This is an optimization exercise on Yosys and OpenROAD, whose aim is small area and a short achievable clock period, not a production implementation. In this exercise RTL edits were held to simulation tests only and were not proved equivalent to the original. Power is estimated from default activity; no workload was simulated.

== red ==
==> flow/design.v <==
package seq_pkg;
  typedef logic [$clog2(8)-1:0] vid_t;
  typedef logic [$clog2(32)-1:0] vreg_t;
  typedef logic [8-1:0] vmask_t;
  typedef enum logic [3:0] {
    VADD,
    VSUB,
    VAND,
    VMUL,
    VMACC,
    VLE,
    VSE
  } op_e;
  typedef enum logic [1:0] {
    UNIT_ALU   = 2'd0,
    UNIT_MUL   = 2'd1,
    UNIT_LOAD  = 2'd2,
    UNIT_STORE = 2'd3
  } unit_e;
  typedef enum logic {
    IDLE,
    WAIT
  } seq_state_e;
  typedef struct packed {
    op_e   op;
    vreg_t vd;
    vreg_t vs1;
    vreg_t vs2;
    logic  use_vd;
    logic  use_vs1;
    logic  use_vs2;
    logic  vm;
  } seq_req_t;
  typedef struct packed {
    vid_t   id;
    op_e    op;
    unit_e  unit;
    vreg_t  vd;
    vreg_t  vs1;
    vreg_t  vs2;
    logic   vm;
    vmask_t hazard;
  } unit_req_t;
  typedef struct packed {
    logic error;
  } seq_resp_t;
  typedef struct packed {
    vmask_t store;
    vmask_t load;
    vmask_t mul;
    vmask_t alu;
  } unit_done_t;
  function automatic unit_e unit_of(op_e op);
    case (op)
      4'd3, 4'd4: unit_of = unit_e'(2'd1);
      4'd5:       unit_of = unit_e'(2'd2);
      4'd6:       unit_of = unit_e'(2'd3);
      default:    unit_of = unit_e'(2'd0);
    endcase
  endfunction
endpackage
module vector_sequencer (
  input  logic                clk_i,
  input  logic                rst_ni,
  input  logic [22:0]         req_i,
  input  logic                req_valid_i,
  output logic                req_ready_o,
  output logic                resp_o,
  output logic                resp_valid_o,
  output logic                idle_o,
  output logic [32:0]         unit_req_o,
  output logic                unit_req_valid_o,
  input  logic                unit_req_ready_i,
  input  logic [31:0]         unit_done_i,
  input  logic                addrgen_ack_i,
  input  logic                addrgen_error_i
);
  localparam int N = 8;
  logic [3:0] op;
  logic [4:0] vd, vs1, vs2;
  logic       use_vd, use_vs1, use_vs2, vm;
  assign op      = req_i[22:19];
  assign vd      = req_i[18:14];
  assign vs1     = req_i[13:9];
  assign vs2     = req_i[8:4];
  assign use_vd  = req_i[3];
  assign use_vs1 = req_i[2];
  assign use_vs2 = req_i[1];
  assign vm      = req_i[0];
  function automatic logic [1:0] unit_of(logic [2:0] o);
    unit_of[1] = o[2] & (o[1] | o[0]);
    unit_of[0] = (~o[2] & o[1] & o[0]) | (o[2] & ~o[0]);
  endfunction
  logic [1:0] unit;
  logic       is_mem;
  assign unit   = unit_of(op[2:0]);
  assign is_mem = unit[1];
  logic [N-1:0] running_q;
  logic [N-1:0] done_any;
  logic [N-1:0] free_oh;
  logic [2:0]   next_id;
  logic         full;
  assign done_any = unit_done_i[7:0] | unit_done_i[15:8] |
                    unit_done_i[23:16] | unit_done_i[31:24];
  always_comb begin
    for (int i = 0; i < N; i++) begin
      free_oh[i] = ~running_q[i];
      for (int j = 0; j < i; j++) free_oh[i] = free_oh[i] & running_q[j];
    end
  end
  assign next_id[0] = free_oh[1] | free_oh[3] | free_oh[5] | free_oh[7];
  assign next_id[1] = free_oh[2] | free_oh[3] | free_oh[6] | free_oh[7];
  assign next_id[2] = free_oh[4] | free_oh[5] | free_oh[6] | free_oh[7];
  assign full       = &running_q;
  logic [2:0] cnt0_q, cnt1_q;
  logic [1:0] cnt2_q, cnt3_q;
  logic [3:0] unit_ready;
  logic [3:0] down;
  assign unit_ready = {~cnt3_q[1], ~cnt2_q[1], ~cnt1_q[2], ~cnt0_q[2]};
  assign down[0] = |unit_done_i[7:0];
  assign down[1] = |unit_done_i[15:8];
  assign down[2] = |unit_done_i[23:16];
  assign down[3] = |unit_done_i[31:24];
  logic wait_q;
  logic held;
  logic issue;
  logic [3:0] up;
  assign held  = unit_req_valid_o & ~unit_req_ready_i;
  assign issue = ~wait_q & req_valid_i & ~held & ~full & unit_ready[unit];
  assign up    = {4{issue}} & (4'b0001 << unit);
  logic ok_alu, ok_mul, ok_op;
  assign ok_alu = ~wait_q & ~full & unit_ready[0];
  assign ok_mul = ~wait_q & ~full & unit_ready[1];
  assign ok_op  = op[2] ? (~op[1] & ~op[0] & ok_mul)
                        : ((op[1] & op[0]) ? ok_mul : ok_alu);
  assign req_ready_o  = (wait_q & addrgen_ack_i) |
                        (~held & (req_valid_i ? ok_op : ~wait_q));
  assign resp_valid_o = wait_q & addrgen_ack_i;
  assign resp_o       = addrgen_error_i;
  always_ff @(posedge clk_i or negedge rst_ni) begin
    if (!rst_ni) begin
      running_q        <= '0;
      idle_o           <= 1'b1;
      wait_q           <= 1'b0;
      unit_req_valid_o <= 1'b0;
      cnt0_q           <= '0;
      cnt1_q           <= '0;
      cnt2_q           <= '0;
      cnt3_q           <= '0;
    end else begin
      running_q        <= (running_q & ~done_any) | ({N{issue}} & free_oh);
      idle_o           <= ~issue & ~|(running_q & ~done_any);
      wait_q           <= wait_q ? ~addrgen_ack_i : (issue & is_mem);
      unit_req_valid_o <= issue | held;
      if (up[0] != down[0]) cnt0_q <= up[0] ? cnt0_q + 3'd1 : cnt0_q - 3'd1;
      if (up[1] != down[1]) cnt1_q <= up[1] ? cnt1_q + 3'd1 : cnt1_q - 3'd1;
      if (up[2] != down[2]) cnt2_q <= up[2] ? cnt2_q + 2'd1 : cnt2_q - 2'd1;
      if (up[3] != down[3]) cnt3_q <= up[3] ? cnt3_q + 2'd1 : cnt3_q - 2'd1;
    end
  end
  logic [N-1:0][4:0] wreg_q, rreg1_q, rreg2_q;
  logic [N-1:0]      wflag_q, rflag1_q, rflag2_q, rflag0_q;
  logic [N-1:0]      hazard;
  logic vs1_z, vs2_z, vd_z, rd_v0;
  assign vs1_z = (vs1 == 5'd0);
  assign vs2_z = (vs2 == 5'd0);
  assign vd_z  = (vd == 5'd0);
  assign rd_v0 = (use_vs1 & vs1_z) | (use_vs2 & vs2_z) | ~vm;
  for (genvar i = 0; i < N; i++) begin : gen_id
    logic w_vs1, w_vs2, w_vd, w_z;
    logic r1_vs1, r1_vs2, r1_vd, r1_z;
    logic r2_vs1, r2_vs2, r2_vd, r2_z;
    logic w_hit, r_hit;
    logic w_kill, r1_kill, r2_kill, r0_kill;
    assign w_vs1  = (wreg_q[i] == vs1);
    assign w_vs2  = (wreg_q[i] == vs2);
    assign w_vd   = (wreg_q[i] == vd);
    assign w_z    = (wreg_q[i] == 5'd0);
    assign r1_vs1 = (rreg1_q[i] == vs1);
    assign r1_vs2 = (rreg1_q[i] == vs2);
    assign r1_vd  = (rreg1_q[i] == vd);
    assign r1_z   = (rreg1_q[i] == 5'd0);
    assign r2_vs1 = (rreg2_q[i] == vs1);
    assign r2_vs2 = (rreg2_q[i] == vs2);
    assign r2_vd  = (rreg2_q[i] == vd);
    assign r2_z   = (rreg2_q[i] == 5'd0);
    assign w_hit = wflag_q[i] & ((use_vs1 & w_vs1) | (use_vs2 & w_vs2) |
                                 (~vm & w_z) | (use_vd & w_vd));
    assign r_hit = use_vd & ((rflag1_q[i] & r1_vd) | (rflag2_q[i] & r2_vd) |
                             (rflag0_q[i] & vd_z));
    assign hazard[i] = running_q[i] & (w_hit | r_hit);
    assign w_kill  = issue & use_vd & w_vd;
    assign r1_kill = issue & ((use_vs1 & r1_vs1) | (use_vs2 & r1_vs2) | (~vm & r1_z));
    assign r2_kill = issue & ((use_vs1 & r2_vs1) | (use_vs2 & r2_vs2) | (~vm & r2_z));
    assign r0_kill = issue & rd_v0;
    always_ff @(posedge clk_i) begin
      if (!running_q[i]) begin
        wreg_q[i]   <= vd;
        rreg1_q[i]  <= vs1;
        rreg2_q[i]  <= vs2;
        wflag_q[i]  <= use_vd;
        rflag1_q[i] <= use_vs1;
        rflag2_q[i] <= use_vs2;
        rflag0_q[i] <= ~vm;
      end else begin
        wflag_q[i]  <= wflag_q[i] & ~w_kill;
        rflag1_q[i] <= rflag1_q[i] & ~r1_kill;
        rflag2_q[i] <= rflag2_q[i] & ~r2_kill;
        rflag0_q[i] <= rflag0_q[i] & ~r0_kill;
      end
    end
  end
  logic [2:0]  id_q;
  logic [2:0]  op_q;
  logic [1:0]  unit_q;
  logic [15:0] regs_q;
  logic [7:0]  hazard_q;
  always_ff @(posedge clk_i) begin
    if (!held) begin
      id_q     <= next_id;
      op_q     <= op[2:0];
      unit_q   <= unit;
      regs_q   <= {vd, vs1, vs2, vm};
      hazard_q <= hazard;
    end
  end
  assign unit_req_o = {id_q, 1'b0, op_q, unit_q, regs_q, hazard_q};
endmodule
==> flow/config.mk <==
export PLATFORM = sky130hd
export DESIGN_NAME = vector_sequencer
export DESIGN_NICKNAME = vector_sequencer
export VERILOG_FILES = /design/flow/design.v
export SDC_FILE = /design/flow/constraint.sdc
export NUM_CORES = 4
export LEC_CHECK = 0
export CAP_MARGIN = 20
export CORE_MARGIN = 2
export CORE_UTILIZATION = 65
export CTS_CLUSTER_DIAMETER = 300
export CTS_CLUSTER_SIZE = 25
export SETUP_SLACK_MARGIN = 2.5
export SLEW_MARGIN = 20
==> flow/constraint.sdc <==
create_clock -name core_clock -period 5.0 [get_ports {clk_i}]
set_input_delay 1.0000 -clock core_clock [delete_from_list [all_inputs] [get_ports {clk_i}]]
set_output_delay 1.0000 -clock core_clock [all_outputs]
set_load 0.01 [all_outputs]
standard.sh (not shown) runs the stock make flow with config.mk's settings and CLKGATE_MAP_FILE= SYNTH_SCRIPT=/design/flow/synth_recipe.tcl, a recipe that flattens the netlist after the stock synthesis.
==> flow/flow/run.sh <==
#!/bin/bash
# Standard layout, with every port buffered by the smallest buffer
# (sky130_fd_sc_hd__buf_1); the resizer still upsizes them where timing needs it.
set -euo pipefail
bash standard.sh "BUFFER_PORTS_ARGS=-buffer_cell sky130_fd_sc_hd__buf_1" finish > standard.log 2>&1
red | stages: all done | timing, DRC, antenna: all pass
Setup changes, red to blue
==> flow/run.sh (new file) <==
#!/bin/bash
# synth_recipe.tcl (not shown) runs the flow's synth.tcl, then flattens the netlist and writes it again
# the make line also repeats each setting of config.mk as NAME=value (left out here)
make -C /OpenROAD-flow-scripts/flow DESIGN_CONFIG=/design/flow/config.mk WORK_HOME=/design/flow/orfs CLKGATE_MAP_FILE= SYNTH_SCRIPT=/design/flow/synth_recipe.tcl finish
diff --git a/flow/config.mk b/flow/config.mk
--- a/flow/config.mk
+++ b/flow/config.mk
@@ -9,5 +9,3 @@
 export CORE_MARGIN = 2
-export CORE_UTILIZATION = 65
-export CTS_CLUSTER_DIAMETER = 300
-export CTS_CLUSTER_SIZE = 25
+export CORE_UTILIZATION = 40
 export SETUP_SLACK_MARGIN = 2.5
removed: flow/flow/run.sh
removed: flow/standard.sh
==> notes.md <==
- blue vs red, weighted congestion at the end of routability-driven global placement went down by 9.4%.
- Delta (blue minus red): post-CTS repair timing setup buffer count went up by 3; area added between synthesis and finish went up by 9.9 points; delay of the slowest cell on the worst path went up by 20 ps; layout clock buffer count went up by 12; cell count went up by 14%.
- blue — global-route usage 10 points lower, red as reference
Inputs modified between blue and green:
diff --git a/flow/config.mk b/flow/config.mk
--- a/flow/config.mk
+++ b/flow/config.mk
@@ -10,3 +10,3 @@
 export CORE_UTILIZATION = 40
-export SETUP_SLACK_MARGIN = 2.5
+export SETUP_SLACK_MARGIN = 3.5
 export SLEW_MARGIN = 20
## What came out
- The final layout from green, which completed every stage, passed the timing, DRC and antenna checks at the end of the flow.
- Count of boundary I/O pins came out exactly the same in green and blue.
- green gives more highest net fanout along the worst path than blue did.
- The run with more setup slack is blue; green has less.
- green vs blue — synthesis-to-layout area growth rose 9.6 points.
- Final cell count without fillers grows by a few percent when moving from blue to green.
- Compared with blue, in green maximum frequency has decreased, global-route usage has increased, worst max-slew margin expressed relative to the limit has decreased, measured slew at the worst slew-check pin has increased.
The following lists how orange was set up differently from green:
diff --git a/flow/config.mk b/flow/config.mk
--- a/flow/config.mk
+++ b/flow/config.mk
@@ -9,4 +9,4 @@
 export CORE_MARGIN = 2
-export CORE_UTILIZATION = 40
-export SETUP_SLACK_MARGIN = 3.5
+export CORE_UTILIZATION = 65
+export SETUP_SLACK_MARGIN = 2.5
 export SLEW_MARGIN = 20
### Flow results
Between green and orange, the flow reports first-pass GRT wire length decreasing by a little under 10%. orange against green: wire length dropped 3600 um; clock buffer count from CTS lost 3. Comparing orange against green, there is no change at all in per-instance average area after synthesis. Wire length on met3 grows by more than half when moving from green to orange. [compare] base=green new=orange: portion of total power attributed to combinational logic fell by 3.7 points, area overhead of the layout relative to synthesis down 12 points, cell area decreased about 9%, slack of the worst reg-to-reg path decreased by 30 ps relative to the old numbers.
Inputs modified between orange and purple:
diff --git a/flow/config.mk b/flow/config.mk
--- a/flow/config.mk
+++ b/flow/config.mk
@@ -9,3 +9,5 @@
 export CORE_MARGIN = 2
-export CORE_UTILIZATION = 65
+export CORE_UTILIZATION = 40
+export CTS_BUF_LIST = sky130_fd_sc_hd__clkbuf_4 sky130_fd_sc_hd__clkbuf_8
+export CTS_CLUSTER_SIZE = 30
 export SETUP_SLACK_MARGIN = 2.5
Results
- purple ran to completion and came out clean on the timing, DRC and antenna checks.
- Total wire length (lower): orange
- Core util | purple vs orange | purple lower
- purple: met2 layer usage reported by global route lower than orange

==> what the ideal ports hide <==
No port has a modelled driver above. Below, the same layouts with a new extraction and two added sets of constraints. Step 1, drivers: a clkbuf_16 drives clk_i and a buf_2 each remaining input, both assumed. Step 2 times the ports against the registers' clock, not the clock port: input delays grow and output delays shrink by t, the midpoint of the rising clock arrivals with the driver on. Slacks: ideal / step 1 / step 2; pairs: ideal / step 1.
run | t (ns) | slack for setup (ns) | hold slack, ns | slew at the worst register clock pin (ns)
red | 0.516 | 2.159 / 2.095 / 1.775 | 0.479 / 0.478 / 0.479 | 0.10 / 0.10
blue | 0.561 | 2.124 / 2.071 / 1.730 | 0.452 / 0.436 / 0.470 | 0.06 / 0.06
green | 0.571 | 2.096 / 2.050 / 1.885 | 0.437 / 0.419 / 0.484 | 0.06 / 0.06
orange | 0.542 | 2.130 / 2.072 / 1.881 | 0.473 / 0.473 / 0.473 | 0.06 / 0.06
purple | 0.568 | 2.131 / 2.079 / 1.577 | 0.471 / 0.471 / 0.471 | 0.06 / 0.06
After both steps every run listed still meets setup and hold. For purple, which loses most, drivers alone change the setup slack by -0.052 ns; drivers and shift together by -0.554 ns.
